This design comes from an exercise in tuning for small area and a short achievable clock period on the open sky130 flow, not from production work.
Where RTL was checked, it was by simulation tests only, not by an equivalence proof against the original.
No functional check of the RTL was part of run 2.
Power is estimated from default activity; no workload was simulated.

$ cat run.sh
#!/bin/bash
# synth_recipe.tcl (not shown) runs the flow's synth.tcl, then flattens the netlist and writes it again
# the make line also repeats each setting of config.mk as NAME=value (left out here)
make -C /OpenROAD-flow-scripts/flow DESIGN_CONFIG=/design/flow/config.mk WORK_HOME=/design/flow/orfs CLKGATE_MAP_FILE= SYNTH_SCRIPT=/design/flow/synth_recipe.tcl finish
$ cat config.mk
export PLATFORM = sky130hd
export DESIGN_NAME = mem_test_ram_responder
export DESIGN_NICKNAME = mem_test_ram_responder
export VERILOG_FILES = /design/flow/design.v
export SDC_FILE = /design/flow/constraint.sdc
export NUM_CORES = 4
export LEC_CHECK = 0
export ABC_CLOCK_PERIOD_IN_PS = 4500
export CAP_MARGIN = 20
export CORE_MARGIN = 2
export CORE_UTILIZATION = 40
export SETUP_SLACK_MARGIN = 0.2
export SLEW_MARGIN = 20
$ cat constraint.sdc
create_clock -name core_clock -period 5.5 [get_ports {i_clk}]
set_input_delay 1.1000 -clock core_clock [delete_from_list [all_inputs] [get_ports {i_clk}]]
set_output_delay 1.1000 -clock core_clock [all_outputs]
set_load 0.01 [all_outputs]
$ cat design.v
module mem_test_ram_responder #(
    parameter int DATUM_WIDTH   = 8,
    parameter int ADDR_WIDTH    = 8,
    parameter int WRITE_LATENCY = 1,
    parameter int READ_LATENCY  = 2
) (
    input  logic                   i_clk,
    input  logic                   i_rst_n_async,
    input  logic                   i_wr_req,
    input  logic                   i_rd_req,
    input  logic [ADDR_WIDTH-1:0]  i_address,
    input  logic [DATUM_WIDTH-1:0] i_memory_data_write,
    input  logic                   i_fault_ena,
    input  logic [ADDR_WIDTH-1:0]  i_fault_addr,
    input  logic [DATUM_WIDTH-1:0] i_fault_mask,
    output logic                   o_memory_write_ready,
    output logic                   o_memory_read_valid,
    output logic [DATUM_WIDTH-1:0] o_memory_data_read,
    output logic                   o_busy
);
    localparam int MAX_LAT = (WRITE_LATENCY > READ_LATENCY) ? WRITE_LATENCY : READ_LATENCY;
    localparam int CNT_W   = $clog2(MAX_LAT + 1);
    localparam int DEPTH   = 2 ** ADDR_WIDTH;
    localparam logic [CNT_W-1:0] WR_LOAD = CNT_W'(WRITE_LATENCY - 1);
    localparam logic [CNT_W-1:0] RD_LOAD = CNT_W'(READ_LATENCY - 1);
    localparam logic [CNT_W-1:0] CNT_ONE = CNT_W'(1);
    typedef enum logic [1:0] {
        ST_IDLE = 2'd0,
        ST_WAIT = 2'd1,
        ST_RESP = 2'd2
    } state_t;
    state_t                 state_r;
    logic [CNT_W-1:0]       cnt_r;
    logic                   is_wr_r;
    logic [ADDR_WIDTH-1:0]  addr_r;
    logic [DATUM_WIDTH-1:0] wdata_r;
    logic                   fault_ena_r;
    logic [ADDR_WIDTH-1:0]  fault_addr_r;
    logic [DATUM_WIDTH-1:0] fault_mask_r;
    logic                   write_ready_r;
    logic                   read_valid_r;
    logic [DATUM_WIDTH-1:0] data_read_r;
    logic                   busy_r;
    logic [DATUM_WIDTH-1:0] mem_r [0:DEPTH-1];
    logic                   accept_s;
    logic                   enter_resp_s;
    logic                   op_wr_s;
    logic [ADDR_WIDTH-1:0]  op_addr_s;
    logic [DATUM_WIDTH-1:0] op_wdata_s;
    logic                   op_fault_s;
    logic [DATUM_WIDTH-1:0] op_mask_s;
    logic [DATUM_WIDTH-1:0] rd_word_s;
    logic                   commit_s;
    always_comb begin
        accept_s     = 1'b0;
        enter_resp_s = 1'b0;
        op_wr_s      = is_wr_r;
        op_addr_s    = addr_r;
        op_wdata_s   = wdata_r;
        op_fault_s   = fault_ena_r && (addr_r == fault_addr_r);
        op_mask_s    = fault_mask_r;
        case (state_r)
            ST_IDLE: begin
                accept_s   = i_wr_req || i_rd_req;
                op_wr_s    = i_wr_req;
                op_addr_s  = i_address;
                op_wdata_s = i_memory_data_write;
                op_fault_s = i_fault_ena && (i_address == i_fault_addr);
                op_mask_s  = i_fault_mask;
                if (i_wr_req) begin
                    enter_resp_s = accept_s && (WRITE_LATENCY == 1);
                end else begin
                    enter_resp_s = accept_s && (READ_LATENCY == 1);
                end
            end
            ST_WAIT: begin
                enter_resp_s = (cnt_r == CNT_ONE);
            end
            ST_RESP: begin
                enter_resp_s = 1'b0;
            end
            default: begin
                enter_resp_s = 1'b0;
            end
        endcase
        commit_s = enter_resp_s && op_wr_s;
        if (op_fault_s) begin
            rd_word_s = mem_r[op_addr_s] ^ op_mask_s;
        end else begin
            rd_word_s = mem_r[op_addr_s];
        end
    end
    always_ff @(posedge i_clk) begin
        if (commit_s) begin
            mem_r[op_addr_s] <= op_wdata_s;
        end
    end
    always_ff @(posedge i_clk or negedge i_rst_n_async) begin
        if (!i_rst_n_async) begin
            state_r       <= ST_IDLE;
            cnt_r         <= '0;
            is_wr_r       <= 1'b0;
            addr_r        <= '0;
            wdata_r       <= '0;
            fault_ena_r   <= 1'b0;
            fault_addr_r  <= '0;
            fault_mask_r  <= '0;
            write_ready_r <= 1'b0;
            read_valid_r  <= 1'b0;
            data_read_r   <= '0;
            busy_r        <= 1'b0;
        end else begin
            case (state_r)
                ST_IDLE: begin
                    if (accept_s) begin
                        is_wr_r      <= i_wr_req;
                        addr_r       <= i_address;
                        wdata_r      <= i_memory_data_write;
                        fault_ena_r  <= i_fault_ena;
                        fault_addr_r <= i_fault_addr;
                        fault_mask_r <= i_fault_mask;
                        busy_r       <= 1'b1;
                        if (enter_resp_s) begin
                            state_r <= ST_RESP;
                            cnt_r   <= '0;
                        end else begin
                            state_r <= ST_WAIT;
                            cnt_r   <= i_wr_req ? WR_LOAD : RD_LOAD;
                        end
                    end
                end
                ST_WAIT: begin
                    cnt_r <= cnt_r - CNT_ONE;
                    if (enter_resp_s) begin
                        state_r <= ST_RESP;
                    end
                end
                ST_RESP: begin
                    state_r       <= ST_IDLE;
                    write_ready_r <= 1'b0;
                    read_valid_r  <= 1'b0;
                    busy_r        <= 1'b0;
                end
                default: begin
                    state_r       <= ST_IDLE;
                    cnt_r         <= '0;
                    write_ready_r <= 1'b0;
                    read_valid_r  <= 1'b0;
                    busy_r        <= 1'b0;
                end
            endcase
            if (enter_resp_s) begin
                if (op_wr_s) begin
                    write_ready_r <= 1'b1;
                end else begin
                    read_valid_r <= 1'b1;
                    data_read_r  <= rd_word_s;
                end
            end
        end
    end
    assign o_memory_write_ready = write_ready_r;
    assign o_memory_read_valid  = read_valid_r;
    assign o_memory_data_read   = data_read_r;
    assign o_busy               = busy_r;
endmodule
==> results of run 1 <==
==> timing repair <==
item / CTS / global route
hold buffers: 0 / 0
gates resized for setup: 0 / 1
setup endpoints to repair: 0 / 1
==> cell usage in the layout, fill, tap and decap left out, drive strengths merged, types with 6 or more instances in the layout <==
master | synthesis | layout
clkinv | 0 | 97
nand4 | 14 | 14
dfrtp | 49 | 49
o21ai | 145 | 145
o2111ai | 6 | 6
buf | 234 | 392
nor3 | 501 | 501
clkinvlp | 0 | 6
xnor2 | 11 | 11
xor2 | 10 | 10
mux2i | 6 | 6
o22ai | 1024 | 1024
clkbuf | 118 | 243
a31oi | 11 | 11
nand2 | 111 | 111
nor2 | 260 | 260
inv | 4 | 8
nand3 | 51 | 51
a21oi | 23 | 23
nor4 | 57 | 57
a22oi | 6 | 6
clkdlybuf4s50 | 0 | 46
bufinv | 0 | 26
o211ai | 7 | 7
or3 | 16 | 16
nand2b | 8 | 8
o311ai | 17 | 17
edfxtp | 2048 | 2048
diode | 0 | 7
mux2 | 40 | 40
o31ai | 30 | 30
==> power groups by stage <==
| stage | registers, mW | clock network, mW | logic (mW) |
|---|---|---|---|
| global route | 21.5 | 14.9 | 20.7 |
| floorplan | 22.2 | 0 | 9.67 |
| CTS | 21.4 | 14.2 | 19.5 |
| finish | 21.4 | 14.1 | 19.9 |
| detailed placement | 21.7 | 0 | 19.5 |
| global placement | 21.7 | 0 | 19.3 |
==> area by class of cell <==
cell class | count | area, µm² | share of cell area [%]
Antenna cell | 7 | 17.5 | 0.0193
Timing Repair Buffer | 438 | 4050 | 4.47
Multi-Input combinational cell | 2392 | 14000 | 15.4
Inverter | 4 | 15.0 | 0.0166
Clock buffer | 243 | 5270 | 5.81
Tap cell | 2542 | 3180 | 3.51
Clock inverter | 133 | 1490 | 1.64
Sequential cell | 2097 | 62700 | 69.1
==> per-layer routing <==
metal / global-route usage, % / up-vias / wire [µm]
met3: 5.41 / 484 / 26300
met1: 33.5 / 24979 / 95600
met2: 35.4 / 2931 / 107000
li1: - / 20473 / -
met5: 0 / - / 87
met4: 9.41 / 14 / 9780
==> sequential cells by signal, summed over array words and instances, names as in the netlist <==
register and cells:
read_valid_r 1, busy_r 1, addr_r 8, mem_r 2048, write_ready_r 1, state_r 2, fault_mask_r 8, data_read_r 8
is_wr_r 1, fault_addr_r 8, fault_ena_r 1, cnt_r 2, wdata_r 8
==> kinds of logic after synthesis <==
group / synth area share, %
AOI/OAI and AO/OA: 10.3
buffers and inverters: 2.14
muxes: 0.718
adders and majority gates: 0.0160
and+or+nand+nor: 6.23
DFF: 80.4
xor gates and xnor gates: 0.236
==> final timing paths <==
path	endpoint
worst max-delay path	data_read_r[7]
worst min-delay path	wdata_r[3]
worst max register to register	data_read_r[7]
worst min register to register	busy_r
max in group asynchronous	data_read_r[0]
min in group core_clock	busy_r
==> through the flow <==
step / cells / TNS (ns) / hold slack [ns] / area [µm²]
5_1_grt: 7849 / 0 / 0.405 / 90700
4_1_cts: 7849 / 0 / 0.374 / 90700
6_report: 7856 / 0 / 0.378 / 90700
3_3_place_gp: 7473 / -0.188 / 0.470 / 83900
3_5_place_dp: 7473 / 0 / 0.482 / 83900
2_1_floorplan: 4845 / 0 / 0.481 / 78100
==> summary.md, run 1 <==
| Metric | Value |
|---|---|
| Core area | between 150000 and 200000 µm² |
| Setup ws final | 0.469 ns |
| Top-Level Pins | 48 |
| Max cap viols | 0 |
| Drt first-iter violations | just over 7000 |
| Setup CP Type | reg2reg |
| Worst-Margin Slew | 1.21 ns |
| GPL Wtd Cong | 0.890 |
| Via/cell ratio | 6.22 |
| Worst path most repeated cell | nor3_1 |
| Worst slack, placed | 0.0184 ns |
| Wire per inst | 30.4 µm |
| Max clock buf depth | 3 |
| Initial Util | 40.2% |
| HP Class | in2async |
| Worst setup path startpoint | state_r[1] |
| Die area | just under 200000 µm² |
| CTS root buf | clkbuf_16 |
| Top cells by count, synth | edfxtp_1 (2048), o22ai_1 (1024), nor3_1 (500) |
| Setup crit start kind | flop |
| Final ANT Viol Nets | 0 |
| First drt pass iteration count | 6 |
| YS warnings | 1 |
| Crit. End Element | flop |
| Sw Ratio | 37.7% |
| # nets final | 5174 |
| Register area share after synthesis | 80.4% |
| Endpoints failing setup | 0 |
| Synth area leaders | edfxtp_1 (79%), o22ai_1 (8.2%), nor3_1 (3.2%), dfrtp_1 (1.6%), nor2_1 (1.2%) |
| Int Pwr | 34.5 mW |
| Vias in the first global route | 46601 |
| CP Depth | 13 |
| Bufs and invs on worst path | 3 |
| Status | complete, no violations |
| Share of flip-flops with an asynchronous set or reset | 2.34% |
| Critical Path AT | about 5.8 ns |
| Clock Latency Late Sink | 0.86 ns |
| Routed via count | 48881 |
| Clk_skew | 0.0336 ns |
| Total CTS buffers | 203 |
| Crit share post-route | 91.5% |
| R2r setup slk | 0.47 ns |
| Yosys top cell by area | edfxtp_1 |
| Postcts setup bufs | 0 |
| Crit path max-delay family | simple AND/OR/NAND/NOR gates |
| Unrepaired setup endpoints after global routing | false |
| Post-synth EDFFs | 2048 |
| Final Slew Violations | 0 |
| Pwr Density | slightly above 600 nW/µm² |
| CP required | 6.26 ns |
| Sequential share of power | around two fifths |
| Top_reg_cell synth | edfxtp_1 |
| VDD IR-drop max | 0.665 mV |
| Post-synthesis area per instance | 16.1 µm² |
| Cell chain of the critical path | or2_2 > mux2_8 > buf_12 > buf_4 > o22ai_1 > nor3_1 > buf_4 > nor3_1 > nor4_1 > nand2_1 > nand3_1 > nor3_1 > o31ai_1 |
| Crit Reg-Reg Startpoint | state_r[1] |
| Critical-path top delay cell | or2_2 |
| CP Max Fanout | 40 |
| CTS clk-pin slew, worst paths | 0.06 ns |
| Clk sink count | between 2000 and 2500 |
| Max incr delay on CP | 0.70 ns |
| DRC | 0 |
| Max Clock Freq | 0.199 GHz |
| Combinational Power Share | 35.9% |
| Initial antenna violation count | 10 |
| Post-Syn Instances | 4845 |
| Yosys top cell area share | 78.8% |
| Fillers | 16429 |
| Share of cells above drive strength 1 | between 10 and 15% |
| Hold Fails Final Rpt | 0 |
| Largest net degree at the start of global routing | roughly 130 |
| Switching Power | 20.9 mW |
| First-pass GRT wire length | 341000 µm |
| Synthesized flop and latch total | 2097 |
| DP HPWL | 148000 µm |
| Unique masters post-synth | 60 |
| R2R depth | 13 |
| Final core utilization | 46.7% |
| TritonCTS clock tree | yes |
| Cell Area, Synth | approximately 80000 µm² |
| Overall routing resource usage | 23.6% |
| Top-count cell post-synth | edfxtp_1 |
| Fin crit period | 5.03 ns |
| Clock network power share | 25.5% |
| FP Rows | 162 |
| Die Ht | ~450 µm |
| IO Port Bufs | 47 |
| Tightest slew margin relative to the limit | 19.4% |
| Pleak | about 28 nW |
| Overflow after GRT | 0 |
| Layout area overhead | 16.2% |
| Final wirelength | between 200000 and 250000 µm |
| Die width | 446 µm |
| Syn Nets | 4883 |
| H-tree level count | 4 |
| Final Power | 55.5 mW |
==> run 2, diff against run 1 <==
==> design.v (replaced) <==
module mem_test_ram_responder #(
    parameter int DATUM_WIDTH   = 8,
    parameter int ADDR_WIDTH    = 8,
    parameter int WRITE_LATENCY = 1,
    parameter int READ_LATENCY  = 2
) (
    input  logic                   i_clk,
    input  logic                   i_rst_n_async,
    input  logic                   i_wr_req,
    input  logic                   i_rd_req,
    input  logic [ADDR_WIDTH-1:0]  i_address,
    input  logic [DATUM_WIDTH-1:0] i_memory_data_write,
    input  logic                   i_fault_ena,
    input  logic [ADDR_WIDTH-1:0]  i_fault_addr,
    input  logic [DATUM_WIDTH-1:0] i_fault_mask,
    output logic                   o_memory_write_ready,
    output logic                   o_memory_read_valid,
    output logic [DATUM_WIDTH-1:0] o_memory_data_read,
    output logic                   o_busy
);
    localparam int DEPTH = 2 ** ADDR_WIDTH;
    logic                   busy_r;
    logic                   write_ready_r;
    logic                   read_wait_r;
    logic                   read_valid_r;
    logic [DATUM_WIDTH-1:0] data_read_r;
    logic                   commit_r;
    logic [ADDR_WIDTH-1:0]  addr_r;
    logic [DATUM_WIDTH-1:0] wdata_r;
    logic [DATUM_WIDTH-1:0] mask_r;
    logic [DATUM_WIDTH-1:0] mem_r [0:DEPTH-1];
    logic                   accept_wr_s;
    logic                   accept_rd_s;
    logic [DATUM_WIDTH-1:0] rd_word_s;
    assign accept_wr_s = !busy_r && i_wr_req;
    assign accept_rd_s = !busy_r && !i_wr_req && i_rd_req;
    always_ff @(posedge i_clk) begin
        commit_r <= accept_wr_s;
        addr_r   <= i_address;
        wdata_r  <= i_memory_data_write;
        mask_r   <= (i_fault_ena && (i_fault_addr == i_address)) ? i_fault_mask : '0;
    end
    always_ff @(posedge i_clk) begin
        if (commit_r) begin
            mem_r[addr_r] <= wdata_r;
        end
    end
    assign rd_word_s = mem_r[addr_r] ^ mask_r;
    always_ff @(posedge i_clk or negedge i_rst_n_async) begin
        if (!i_rst_n_async) begin
            busy_r        <= 1'b0;
            write_ready_r <= 1'b0;
            read_wait_r   <= 1'b0;
            read_valid_r  <= 1'b0;
            data_read_r   <= '0;
        end else begin
            busy_r        <= accept_wr_s || accept_rd_s || read_wait_r;
            write_ready_r <= accept_wr_s;
            read_wait_r   <= accept_rd_s;
            read_valid_r  <= read_wait_r;
            if (read_wait_r) begin
                data_read_r <= rd_word_s;
            end
        end
    end
    assign o_memory_write_ready = write_ready_r;
    assign o_memory_read_valid  = read_valid_r;
    assign o_memory_data_read   = data_read_r;
    assign o_busy               = busy_r;
endmodule
==> summary.md, run 2 <==
| Metric | Value |
|---|---|
| Status | complete, no violations (unchanged) |
| Tightest slew margin relative to the limit | 12.0% (was 19.4%) |
| Hold Fails Final Rpt | 0 (unchanged) |
| Synthesized flop and latch total | 2085 (was 2097) |
| IO Port Bufs | 47 (unchanged) |
| Fillers | 16817 (was 16429) |
| Clock Latency Late Sink | 0.86 ns (about the same) |
| Max incr delay on CP | 1.02 ns (was 0.70 ns) |
| First drt pass iteration count | 9 (was 6) |
| Setup CP Type | reg2reg (unchanged) |
| Register area share after synthesis | 77.0% (was 80.4%) |
| Crit Reg-Reg Startpoint | addr_r[0] (was state_r[1]) |
| Share of flip-flops with an asynchronous set or reset | 0.576% (was 2.34%) |
| Fin crit period | 4.34 ns (was 5.03 ns) |
| Initial antenna violation count | 5 (was 10) |
| Hold_buf cts | 0 (unchanged) |
| Clk sink count | 2085 (was 2097) |
| Max Clock Freq | 0.231 GHz (was 0.199 GHz) |
| Vias in the first global route | 39792 (was 46601) |
| Die Ht | 454 µm (was 446 µm) |
| GPL Wtd Cong | 0.916 (was 0.890) |
| TritonCTS clock tree | yes (unchanged) |
| Setup crit start kind | flop (unchanged) |
| Max cap viols | 0 (unchanged) |
| Worst slack, placed | 1.10 ns (was 0.0184 ns) |
| CP required | 6.19 ns (was 6.26 ns) |
| Unrepaired setup endpoints after global routing | false (unchanged) |
| Postcts setup bufs | 0 (unchanged) |
| Worst-Margin Slew | 1.32 ns (was 1.21 ns) |
| Total CTS buffers | 204 (was 203) |
| Largest net degree at the start of global routing | 185 (was 131) |
| Crit. End Element | flop (unchanged) |
| Critical Path AT | 5.03 ns (was 5.79 ns) |
| Sequential share of power | 53.9% (was 38.6%) |
| VDD IR-drop max | 0.343 mV (was 0.665 mV) |
| Endpoints failing setup | 0 (unchanged) |
| CTS clk-pin slew, worst paths | 0.06 ns (about the same) |
| Yosys top cell area share | 76.0% (was 78.8%) |
| Cell chain of the critical path | buf_4 > buf_4 > mux4_2 > mux2i_1 > a21oi_1 > a2111oi_2 > buf_4 > o31ai_1 > a31oi_1 > o221ai_1 (was or2_2 > mux2_8 > buf_12 > buf_4 > o22ai_1 > nor3_1 > buf_4 > nor3_1 > nor4_1 > nand2_1 > nand3_1 > nor3_1 > o31ai_1) |
| Worst Hold Launch | busy_r |
| R2r setup slk | 1.16 ns (was 0.47 ns) |
| Combinational Power Share | 4.6% (was 35.9%) |
| Core area | 202000 µm² (was 194000 µm²) |
| Cell Area, Synth | 80900 µm² (was 78100 µm²) |
| Die area | 206000 µm² (was 199000 µm²) |
| Synth area leaders | edfxtp_1 (76%), mux4_2 (12%), mux2i_1 (2.4%), nor2_1 (1.3%), a22oi_1 (0.77%) (was edfxtp_1 (79%), o22ai_1 (8.2%), nor3_1 (3.2%), dfrtp_1 (1.6%), nor2_1 (1.2%)) |
| Drt first-iter violations | 4560 (was 7091) |
| Switching Power | 7.08 mW (was 20.9 mW) |
| Int Pwr | 25.6 mW (was 34.5 mW) |
| Worst setup path startpoint | addr_r[0] (was state_r[1]) |
| Commonest non-fill, non-tap cell in the layout | edfxtp_1 (unchanged) |
| Top_reg_cell synth | edfxtp_1 (unchanged) |
| Crit path max-delay family | compound AO/OA/AOI/OAI gates (was simple AND/OR/NAND/NOR gates) |
| Via/cell ratio | 5.73 (was 6.22) |
| DRC | 0 (unchanged) |
| Top-count cell post-synth | edfxtp_1 (unchanged) |
| Worst path most repeated cell | buf_4 (was nor3_1) |
| Pleak | 28.3 nW (was 28.1 nW) |
| Die width | 454 µm (was 446 µm) |
| Final ANT Viol Nets | 0 (unchanged) |
| Final Power | 32.7 mW (was 55.5 mW) |
| Max reg flops | 2048 (unchanged) |
| Bufs and invs on worst path | 3 (unchanged) |
| Crit share post-route | 78.8% (was 91.5%) |
| Cts repair resizes | 0 (unchanged) |
| Final wirelength | 205000 µm (was 239000 µm) |
| Overall routing resource usage | 19.9% (was 23.6%) |
| First-pass GRT wire length | 293000 µm (was 341000 µm) |
| HP Class | reg2reg (was in2async) |
| Post-synth EDFFs | 2048 (unchanged) |
| Top-Level Pins | 48 (unchanged) |
| Setup ws final | 1.16 ns (was 0.469 ns) |
| CP Max Fanout | 38 (was 40) |
| Routed via count | 39764 (was 48881) |
| Yosys top cell by area | edfxtp_1 (unchanged) |
| Clk_skew | 0.0477 ns (was 0.0336 ns) |
| Commonest cells after routing, fill and taps aside | edfxtp_1 (2048), mux4_2 (444), nor2_1 (283), clkbuf_16 (205), mux2i_1 (195) (was edfxtp_1 (2048), o22ai_1 (1024), nor3_1 (496), buf_4 (339), nor2_1 (255)) |
| CTS root buf | clkbuf_16 (unchanged) |
| Max clock buf depth | 3 (unchanged) |
| Critical-path top delay cell | dfxtp_4 (was or2_2) |
| Pwr Density | 358 nW/µm² (was 611 nW/µm²) |
| Unique masters post-synth | 65 (was 60) |
| FP Rows | 165 (was 162) |
| Setup_tns | 0 ns (unchanged) |
| Syn Nets | 3964 (was 4883) |
| Sw Ratio | 21.6% (was 37.7%) |
| DP HPWL | 130000 µm (was 148000 µm) |
| H-tree level count | 4 (unchanged) |
| Largest Register | mem_r (unchanged) |
| Initial Util | 40.1% (was 40.2%) |
| Layout area overhead | 13.0% (was 16.2%) |
| Share of cells above drive strength 1 | 21.9% (was 14.3%) |
| Wire per inst | 29.6 µm (was 30.4 µm) |
| Post-Syn Instances | 3927 (was 4845) |
| Top cells by count, synth | edfxtp_1 (2048), mux4_2 (444), nor2_1 (286) (was edfxtp_1 (2048), o22ai_1 (1024), nor3_1 (500)) |
| YS warnings | 1 (unchanged) |
| Post-synthesis area per instance | 20.6 µm² (was 16.1 µm²) |
| Overflow after GRT | 0 (unchanged) |
| Clock network power share | 41.4% (was 25.5%) |
| # nets final | 4130 (was 5174) |
| Final Slew Violations | 0 (unchanged) |
==> run 2: cell types whose count changed in the layout (fill, tap and decap cells not counted), sizes merged, moves of 32 or more <==
| cell | previous run | this run |
|---|---|---|
| o22ai | 1024 | 23 |
| nor3 | 501 | 53 |
| mux4 | 1 | 444 |
| buf | 392 | 152 |
| mux2i | 6 | 195 |
| o21ai | 145 | 34 |
| a22oi | 6 | 83 |
| nor4 | 57 | 7 |
| dfrtp | 49 | 12 |
| a221oi | 0 | 32 |
==> run 2: kinds of logic after synthesis <==
group,count (synthesis),share of synthesized area (%)
compound gates,299,2.73
xor+xnor,9,0.0974
buf+inv,249,1.70
flops,2085,77.0
mux,653,15.0
simple gates,632,3.52
==> run 2: path summary, 6_finish.rpt <==
| path | depth (start not counted) | to |
|---|---|---|
| min in group asynchronous | 1 | data_read_r[3] |
| worst min register to register | 1 | read_wait_r |
| worst min-delay path | 1 | read_wait_r |
| worst max register to register | 10 | data_read_r[3] |
| worst max-delay path | 10 | data_read_r[3] |
| max in group asynchronous | 1 | data_read_r[1] |
==> run 2: routing by layer <==
layer | global-route usage (%) | up-vias | share of wire, % | wire (µm)
met5 | 0 | - | 0.0063 | 13
met4 | 7.16 | 2 | 3.8 | 7900
met3 | 3.76 | 352 | 7.1 | 14600
met2 | 32.0 | 1553 | 48 | 99200
met1 | 27.1 | 21272 | 41 | 83700
li1 | - | 16585 | - | -
==> run 2: through the flow <==
stage / area (µm²) / cells / util, % / hold slack, ns
2_1_floorplan: 80900 / 3927 / - / 0.416
3_3_place_gp: 84900 / 6558 / 42.1 / 0.472
3_5_place_dp: 84900 / 6558 / 42.1 / 0.485
4_1_cts: 91400 / 6937 / 45.3 / 0.493
5_1_grt: 91500 / 6938 / 45.3 / 0.507
6_report: 91500 / 6939 / 45.3 / 0.491
==> run 2: final cells by class <==
cell class                 instances  area [µm²]  area share, %
timing repair buffer             199        1880           2.06
antenna                            1        2.50        0.00274
clock inverter                   106         992           1.08
clock buffer                     273        5500           6.01
multi-input combinational       1593       17400           19.0
sequential                      2085       62300           68.2
tap                             2672        3340           3.66
inverter                          10        37.5         0.0410
==> run 2: power groups by stage <==
stage / clock network [mW] / registers, mW / logic [mW]
4_1_cts: 13.7 / 17.6 / 1.51
3_5_place_dp: 0 / 18.0 / 1.51
5_1_grt: 14.4 / 17.6 / 1.60
3_3_place_gp: 0 / 18.0 / 1.50
2_1_floorplan: 0 / 18.0 / 0.831
6_report: 13.6 / 17.6 / 1.52

static timing again, ports no longer ideal:
The flow's constraints put no driver on any port. The routed layouts listed below were extracted and timed again, unchanged, in two steps. Step 1 (the two cells are an assumption about what drives the block):
set clk [get_ports {i_clk}]
set_driving_cell -lib_cell sky130_fd_sc_hd__clkbuf_16 $clk
set_driving_cell -lib_cell sky130_fd_sc_hd__buf_2 [delete_from_list [all_inputs] $clk]
Step 2 also shifts input and output timing later by t, the mid clock arrival at the registers, as if the neighbouring blocks saw the same clock. Three values: ideal, step 1, step 2; two values: the first two.
run | t (ns) | slack for setup (ns) | clock arrival spread, ns
run 1 | 0.945 | 0.469 / 0.469 / -0.163 | 0.053 / 0.053
run 2 | 0.922 | 1.165 / 1.165 / 1.165 | 0.050 / 0.050
Met with ideal ports but missed after step 2: setup timing in run 1. The setup slack of run 1, which loses most, moves by 0.000 ns with the drivers and by -0.632 ns with both steps.
